What follows belongs to an exercise in optimizing a design on an open flow for small area, a short achievable clock period and few clock cycles; a production flow would make more cautious choices.
Power figures rest on the tool's default switching activity, not on a simulated workload.

## the baseline
==> module register_file, before the edit <==
module register_file (
    input  logic                       clk,
    input  logic                       clear,
    input  logic [5-1:0] a_addr,
    input  logic [5-1:0] b_addr,
    output logic [8-1:0]     a_data,
    output logic [8-1:0]     b_data,
    output logic [8-1:0]     zl_data,
    output logic [8-1:0]     zh_data,
    input  logic                       wr_en,      
    input  logic [5-1:0] wr_addr,
    input  logic [8-1:0]     wr_data,
    input  logic                       zl_wr,
    input  logic                       zh_wr,
    input  logic [8-1:0]     z_data
);
    logic [2**5-1:0][8-1:0] regs;
    logic [8-1:0] wd, zd;
    assign wd = wr_data & {8{~clear}};
    assign zd = z_data & {8{~clear}};
    always_ff @(posedge clk) begin
        for (int i = 0; i < 30; i++)
            if (clear || (wr_en && wr_addr == i[5-1:0]))
                regs[i] <= wd;
        if (clear || zl_wr)
            regs[30] <= zd;
        if (clear || zh_wr)
            regs[31] <= zd;
    end
    assign a_data  = regs[a_addr];
    assign b_data  = regs[b_addr];
    assign zl_data = regs[30];
    assign zh_data = regs[31];
endmodule
==> module avr_core, before the edit <==
module avr_core (
    input  logic                    clk,
    input  logic                    reset,
    output logic [10-1:0]    program_counter,
    input  logic [16-1:0] instruction,
    output logic [16-1:0]  bus_addr,
    output logic [8-1:0]  bus_wdata,
    input  logic [8-1:0]  bus_rdata,
    output logic                    mem_we,
    output logic                    mem_oe
);
    localparam logic [3:0] C_NOP = 4'd0, C_ADD = 4'd1, C_ADC = 4'd2, C_SUB = 4'd3,
                           C_AND = 4'd4, C_EOR = 4'd5, C_OR  = 4'd6, C_MOV = 4'd7,
                           C_LDI = 4'd8, C_NEG = 4'd9, C_LD  = 4'd10, C_ST = 4'd11;
    logic [3:0]  f_cls;
    logic [3:0]  r_cls;
    logic [11:0] r_raw;
    instr_decoder i_dec (
        .instruction (instruction),
        .cls         (f_cls)
    );
    always_ff @(posedge clk or posedge reset) begin
        if (reset) begin
            program_counter <= '0;
            r_cls           <= C_NOP;
        end else begin
            program_counter <= program_counter + 1'b1;
            r_cls           <= f_cls;
        end
    end
    always_ff @(posedge clk)
        r_raw <= instruction[11:0];
    logic [4:0] a_addr, b_addr;
    logic [7:0] a_data, b_data, zl, zh;
    logic [7:0] a_val, b_val;
    logic [7:0] e_result;
    logic       e_wr, e_ld, e_cupd;
    logic [4:0] e_rd;
    logic       e_wz;
    logic       w_wr;
    logic [4:0] w_rd;
    logic [7:0] w_data;
    logic [7:0] e_x, e_y;
    logic       e_arith, e_invr, e_sel_sum, e_sel_and, e_sel_or, e_sel_y;
    logic       e_cin1, e_cinc;
    logic       carry;
    assign a_addr = r_raw[8:4];
    assign b_addr = {r_raw[9], r_raw[3:0]};
    register_file i_regs (
        .clk     (clk),
        .clear   (reset),
        .a_addr  (a_addr),
        .b_addr  (b_addr),
        .a_data  (a_data),
        .b_data  (b_data),
        .zl_data (zl),
        .zh_data (zh),
        .wr_en   (w_wr),
        .wr_addr (w_rd),
        .wr_data (w_data),
        .zl_wr   (e_wr && e_rd == 30),
        .zh_wr   (e_wr && e_rd == 31),
        .z_data  (e_result)
    );
    always_comb begin
        if (e_wr && e_rd == a_addr)      a_val = e_result;
        else if (w_wr && w_rd == a_addr) a_val = w_data;
        else                             a_val = a_data;
        if (e_wr && e_rd == b_addr)      b_val = e_result;
        else if (w_wr && w_rd == b_addr) b_val = w_data;
        else                             b_val = b_data;
    end
    logic       r_sum_ops;
    assign r_sum_ops = (r_cls == C_ADD) || (r_cls == C_ADC) || (r_cls == C_SUB) || (r_cls == C_NEG);
    always_ff @(posedge clk or posedge reset) begin
        if (reset) begin
            e_wr   <= 1'b0;
            e_ld   <= 1'b0;
            e_cupd <= 1'b0;
        end else begin
            e_wr   <= (r_cls != C_NOP) && (r_cls != C_ST);
            e_ld   <= (r_cls == C_LD);
            e_cupd <= r_sum_ops;
        end
    end
    always_ff @(posedge clk) begin
        e_rd   <= (r_cls == C_LDI) ? {1'b1, r_raw[7:4]} : r_raw[8:4];
        e_wz   <= (r_cls == C_LDI) ? (r_raw[7:5] == 3'b111) : (r_raw[8:5] == 4'b1111);
        e_x    <= a_val ^ {8{(r_cls == C_SUB) || (r_cls == C_NEG)}};
        case (r_cls)
            C_LDI:   e_y <= {r_raw[11:8], r_raw[3:0]};
            C_NEG:   e_y <= 8'h00;
            default: e_y <= b_val;
        endcase
        e_arith   <= r_sum_ops;
        e_invr    <= (r_cls == C_SUB);
        e_sel_sum <= r_sum_ops || (r_cls == C_EOR);
        e_sel_and <= (r_cls == C_AND);
        e_sel_or  <= (r_cls == C_OR);
        e_sel_y   <= (r_cls == C_MOV) || (r_cls == C_LDI);
        e_cin1    <= (r_cls == C_NEG);
        e_cinc    <= (r_cls == C_ADC);
    end
    logic [7:0] alu_result;
    logic       alu_cout, alu_zero, e_zero;
    logic       zh_zero, zl_ok, zh_zero_n, zl_ok_n, zwin_n;
    logic       oe_q, we_q;
    alu i_alu (
        .arith   (e_arith),
        .invr    (e_invr),
        .sel_sum (e_sel_sum),
        .sel_and (e_sel_and),
        .sel_or  (e_sel_or),
        .sel_y   (e_sel_y),
        .x       (e_x),
        .y       (e_y),
        .cin     (e_cin1 | (e_cinc & carry)),
        .result  (alu_result),
        .cout    (alu_cout),
        .zero    (alu_zero)
    );
    assign zh_zero_n = (e_wr && e_rd == 31) ? e_zero : zh_zero;
    assign zl_ok_n   = (e_wr && e_rd == 30) ? (e_result[7] ^ e_result[6]) : zl_ok;
    assign zwin_n    = zh_zero_n & zl_ok_n;
    always_ff @(posedge clk or posedge reset) begin
        if (reset) begin
            zh_zero <= 1'b1;
            zl_ok   <= 1'b0;
            oe_q    <= 1'b0;
            we_q    <= 1'b0;
        end else begin
            zh_zero <= zh_zero_n;
            zl_ok   <= zl_ok_n;
            oe_q    <= (r_cls == C_LD) && zwin_n;
            we_q    <= (r_cls == C_ST) && zwin_n;
        end
    end
    assign e_result = e_ld ? (bus_rdata & {8{oe_q}}) : alu_result;
    assign e_zero   = e_ld ? ((bus_rdata & {8{oe_q}}) == 8'h00) : alu_zero;
    always_ff @(posedge clk or posedge reset) begin
        if (reset)
            carry <= 1'b0;
        else if (e_cupd)
            carry <= alu_cout ^ e_cin1;
    end
    assign bus_addr  = {zh, zl};
    assign bus_wdata = e_x;
    assign mem_we    = we_q;
    assign mem_oe    = oe_q;
    always_ff @(posedge clk or posedge reset) begin
        if (reset)
            w_wr <= 1'b0;
        else
            w_wr <= e_wr && !e_wz;
    end
    always_ff @(posedge clk) begin
        w_rd   <= e_rd;
        w_data <= e_result;
    end
endmodule
clock: 5.0 ns
lec_check: 0
cap_margin: 20
core_margin: 2
core_utilization: 40
cts_buf_list: sky130_fd_sc_hd__clkbuf_4 sky130_fd_sc_hd__clkbuf_8
setup_slack_margin: 2.5
slew_margin: 20
run.sh (not shown) runs the stock make flow with config.mk's settings and CLKGATE_MAP_FILE= SYNTH_SCRIPT=/design/flow/synth_recipe.tcl, a recipe that flattens the netlist after the stock synthesis.
Inputs modified between the baseline and the candidate:
==> flow/design.v, changed modules only <==
module register_file (
    input  logic                       clk,
    input  logic                       clear,
    input  logic [5-1:0] a_addr,
    input  logic [5-1:0] b_addr,
    output logic [8-1:0]     a_data,
    output logic [8-1:0]     b_data,
    output logic [8-1:0]     zl_data,
    output logic [8-1:0]     zh_data,
    input  logic                       wr_en,
    input  logic [5-1:0] wr_addr,
    input  logic [8-1:0]     wr_data
);
    logic [2**5-1:0][8-1:0] regs;
    logic [8-1:0] wd;
    assign wd = wr_data & {8{~clear}};
    always_ff @(posedge clk) begin
        for (int i = 0; i < 2**5; i++)
            if (clear || (wr_en && wr_addr == i[5-1:0]))
                regs[i] <= wd;
    end
    assign a_data  = regs[a_addr];
    assign b_data  = regs[b_addr];
    assign zl_data = regs[30];
    assign zh_data = regs[31];
endmodule
module avr_core (
    input  logic                    clk,
    input  logic                    reset,
    output logic [10-1:0]    program_counter,
    input  logic [16-1:0] instruction,
    output logic [16-1:0]  bus_addr,
    output logic [8-1:0]  bus_wdata,
    input  logic [8-1:0]  bus_rdata,
    output logic                    mem_we,
    output logic                    mem_oe
);
    localparam logic [3:0] C_NOP = 4'd0, C_ADD = 4'd1, C_ADC = 4'd2, C_SUB = 4'd3,
                           C_AND = 4'd4, C_EOR = 4'd5, C_OR  = 4'd6, C_MOV = 4'd7,
                           C_LDI = 4'd8, C_NEG = 4'd9, C_LD  = 4'd10, C_ST = 4'd11;
    logic [3:0]  f_cls;
    logic [3:0]  r_cls;
    logic [11:0] r_raw;
    instr_decoder i_dec (
        .instruction (instruction),
        .cls         (f_cls)
    );
    always_ff @(posedge clk or posedge reset) begin
        if (reset) begin
            program_counter <= '0;
            r_cls           <= C_NOP;
        end else begin
            program_counter <= program_counter + 1'b1;
            r_cls           <= f_cls;
        end
    end
    always_ff @(posedge clk)
        r_raw <= instruction[11:0];
    logic [4:0] a_addr, b_addr;
    logic [7:0] a_data, b_data, zl, zh;
    logic [7:0] a_val, b_val;
    logic [7:0] e_result;
    logic       e_wr, e_ld, e_cupd;
    logic [4:0] e_rd;
    logic [7:0] e_x, e_y;
    logic       e_arith, e_invr, e_sel_sum, e_sel_and, e_sel_or, e_sel_y;
    logic       e_cin1, e_cinc;
    logic       carry;
    assign a_addr = r_raw[8:4];
    assign b_addr = {r_raw[9], r_raw[3:0]};
    register_file i_regs (
        .clk     (clk),
        .clear   (reset),
        .a_addr  (a_addr),
        .b_addr  (b_addr),
        .a_data  (a_data),
        .b_data  (b_data),
        .zl_data (zl),
        .zh_data (zh),
        .wr_en   (e_wr),
        .wr_addr (e_rd),
        .wr_data (e_result)
    );
    assign a_val = (e_wr && e_rd == a_addr) ? e_result : a_data;
    assign b_val = (e_wr && e_rd == b_addr) ? e_result : b_data;
    logic       r_sum_ops;
    assign r_sum_ops = (r_cls == C_ADD) || (r_cls == C_ADC) || (r_cls == C_SUB) || (r_cls == C_NEG);
    always_ff @(posedge clk or posedge reset) begin
        if (reset) begin
            e_wr   <= 1'b0;
            e_ld   <= 1'b0;
            e_cupd <= 1'b0;
        end else begin
            e_wr   <= (r_cls != C_NOP) && (r_cls != C_ST);
            e_ld   <= (r_cls == C_LD);
            e_cupd <= r_sum_ops;
        end
    end
    always_ff @(posedge clk) begin
        e_rd   <= (r_cls == C_LDI) ? {1'b1, r_raw[7:4]} : r_raw[8:4];
        e_x    <= a_val ^ {8{(r_cls == C_SUB) || (r_cls == C_NEG)}};
        case (r_cls)
            C_LDI:   e_y <= {r_raw[11:8], r_raw[3:0]};
            C_NEG:   e_y <= 8'h00;
            default: e_y <= b_val;
        endcase
        e_arith   <= r_sum_ops;
        e_invr    <= (r_cls == C_SUB);
        e_sel_sum <= r_sum_ops || (r_cls == C_EOR);
        e_sel_and <= (r_cls == C_AND);
        e_sel_or  <= (r_cls == C_OR);
        e_sel_y   <= (r_cls == C_MOV) || (r_cls == C_LDI);
        e_cin1    <= (r_cls == C_NEG);
        e_cinc    <= (r_cls == C_ADC);
    end
    logic [7:0] alu_result;
    logic       alu_cout, alu_zero, e_zero;
    logic       zh_zero, zl_ok, zh_zero_n, zl_ok_n, zwin_n;
    logic       oe_q, we_q;
    alu i_alu (
        .arith   (e_arith),
        .invr    (e_invr),
        .sel_sum (e_sel_sum),
        .sel_and (e_sel_and),
        .sel_or  (e_sel_or),
        .sel_y   (e_sel_y),
        .x       (e_x),
        .y       (e_y),
        .cin     (e_cin1 | (e_cinc & carry)),
        .result  (alu_result),
        .cout    (alu_cout),
        .zero    (alu_zero)
    );
    assign zh_zero_n = (e_wr && e_rd == 31) ? e_zero : zh_zero;
    assign zl_ok_n   = (e_wr && e_rd == 30) ? (e_result[7] ^ e_result[6]) : zl_ok;
    assign zwin_n    = zh_zero_n & zl_ok_n;
    always_ff @(posedge clk or posedge reset) begin
        if (reset) begin
            zh_zero <= 1'b1;
            zl_ok   <= 1'b0;
            oe_q    <= 1'b0;
            we_q    <= 1'b0;
        end else begin
            zh_zero <= zh_zero_n;
            zl_ok   <= zl_ok_n;
            oe_q    <= (r_cls == C_LD) && zwin_n;
            we_q    <= (r_cls == C_ST) && zwin_n;
        end
    end
    assign e_result = e_ld ? (bus_rdata & {8{oe_q}}) : alu_result;
    assign e_zero   = e_ld ? ((bus_rdata & {8{oe_q}}) == 8'h00) : alu_zero;
    always_ff @(posedge clk or posedge reset) begin
        if (reset)
            carry <= 1'b0;
        else if (e_cupd)
            carry <= alu_cout ^ e_cin1;
    end
    assign bus_addr  = {zh, zl};
    assign bus_wdata = e_x;
    assign mem_we    = we_q;
    assign mem_oe    = oe_q;
endmodule
Results
- | number of gates on the worst path with buffers counted | higher: the candidate |
- Min final core utilization across the baseline and the candidate: the baseline
- The baseline → the candidate: final routed wire length divided by cell count went up about 3.4%, share of total power consumed by net switching held, share of cell area taken by flip-flops and latches went down 0.63 points.
- Total power in the candidate vs the baseline: down 2.6%
- Diff the baseline -> the candidate | post-detailed-routing wire length | decrease of about 2.8%
- In the candidate, the maximum single-stage delay on the critical path came out 0.14 ns below the value in the baseline.
- Area: the candidate vs the baseline -> the candidate smaller
- Delta (the candidate minus the baseline): number of antenna violations at the first check in global routing now sits lower; worst setup slack now sits higher.
Function was not checked in any run of this note: the RTL went through the layout flow alone.

## separate check: timing with driven ports
The flow's constraints put no driver on any port. The routed layouts listed below were extracted and timed again, unchanged, in two steps.
Step 1 sets driving cells, clkbuf_16 on the clock port and buf_2 on the other inputs (assumed; they add their load-dependent delay and slew).
Step 2 times the ports against the registers' clock, not the clock port: input delays grow and output delays shrink by t, the midpoint of the rising clock arrivals with the driver on.
Slacks: ideal ports / drivers / drivers and shift; pairs: ideal ports / drivers.
run | t (ns) | slack for setup (ns) | worst setup path at the end
the baseline | 0.637 | 2.359 / 2.359 / 2.033 | input to register
the candidate | 0.631 | 2.417 / 2.417 / 1.897 | input to register
After both steps setup and hold are still met in every run listed. For the candidate, which loses most, drivers alone change the setup slack by 0.000 ns; drivers and shift together by -0.520 ns.
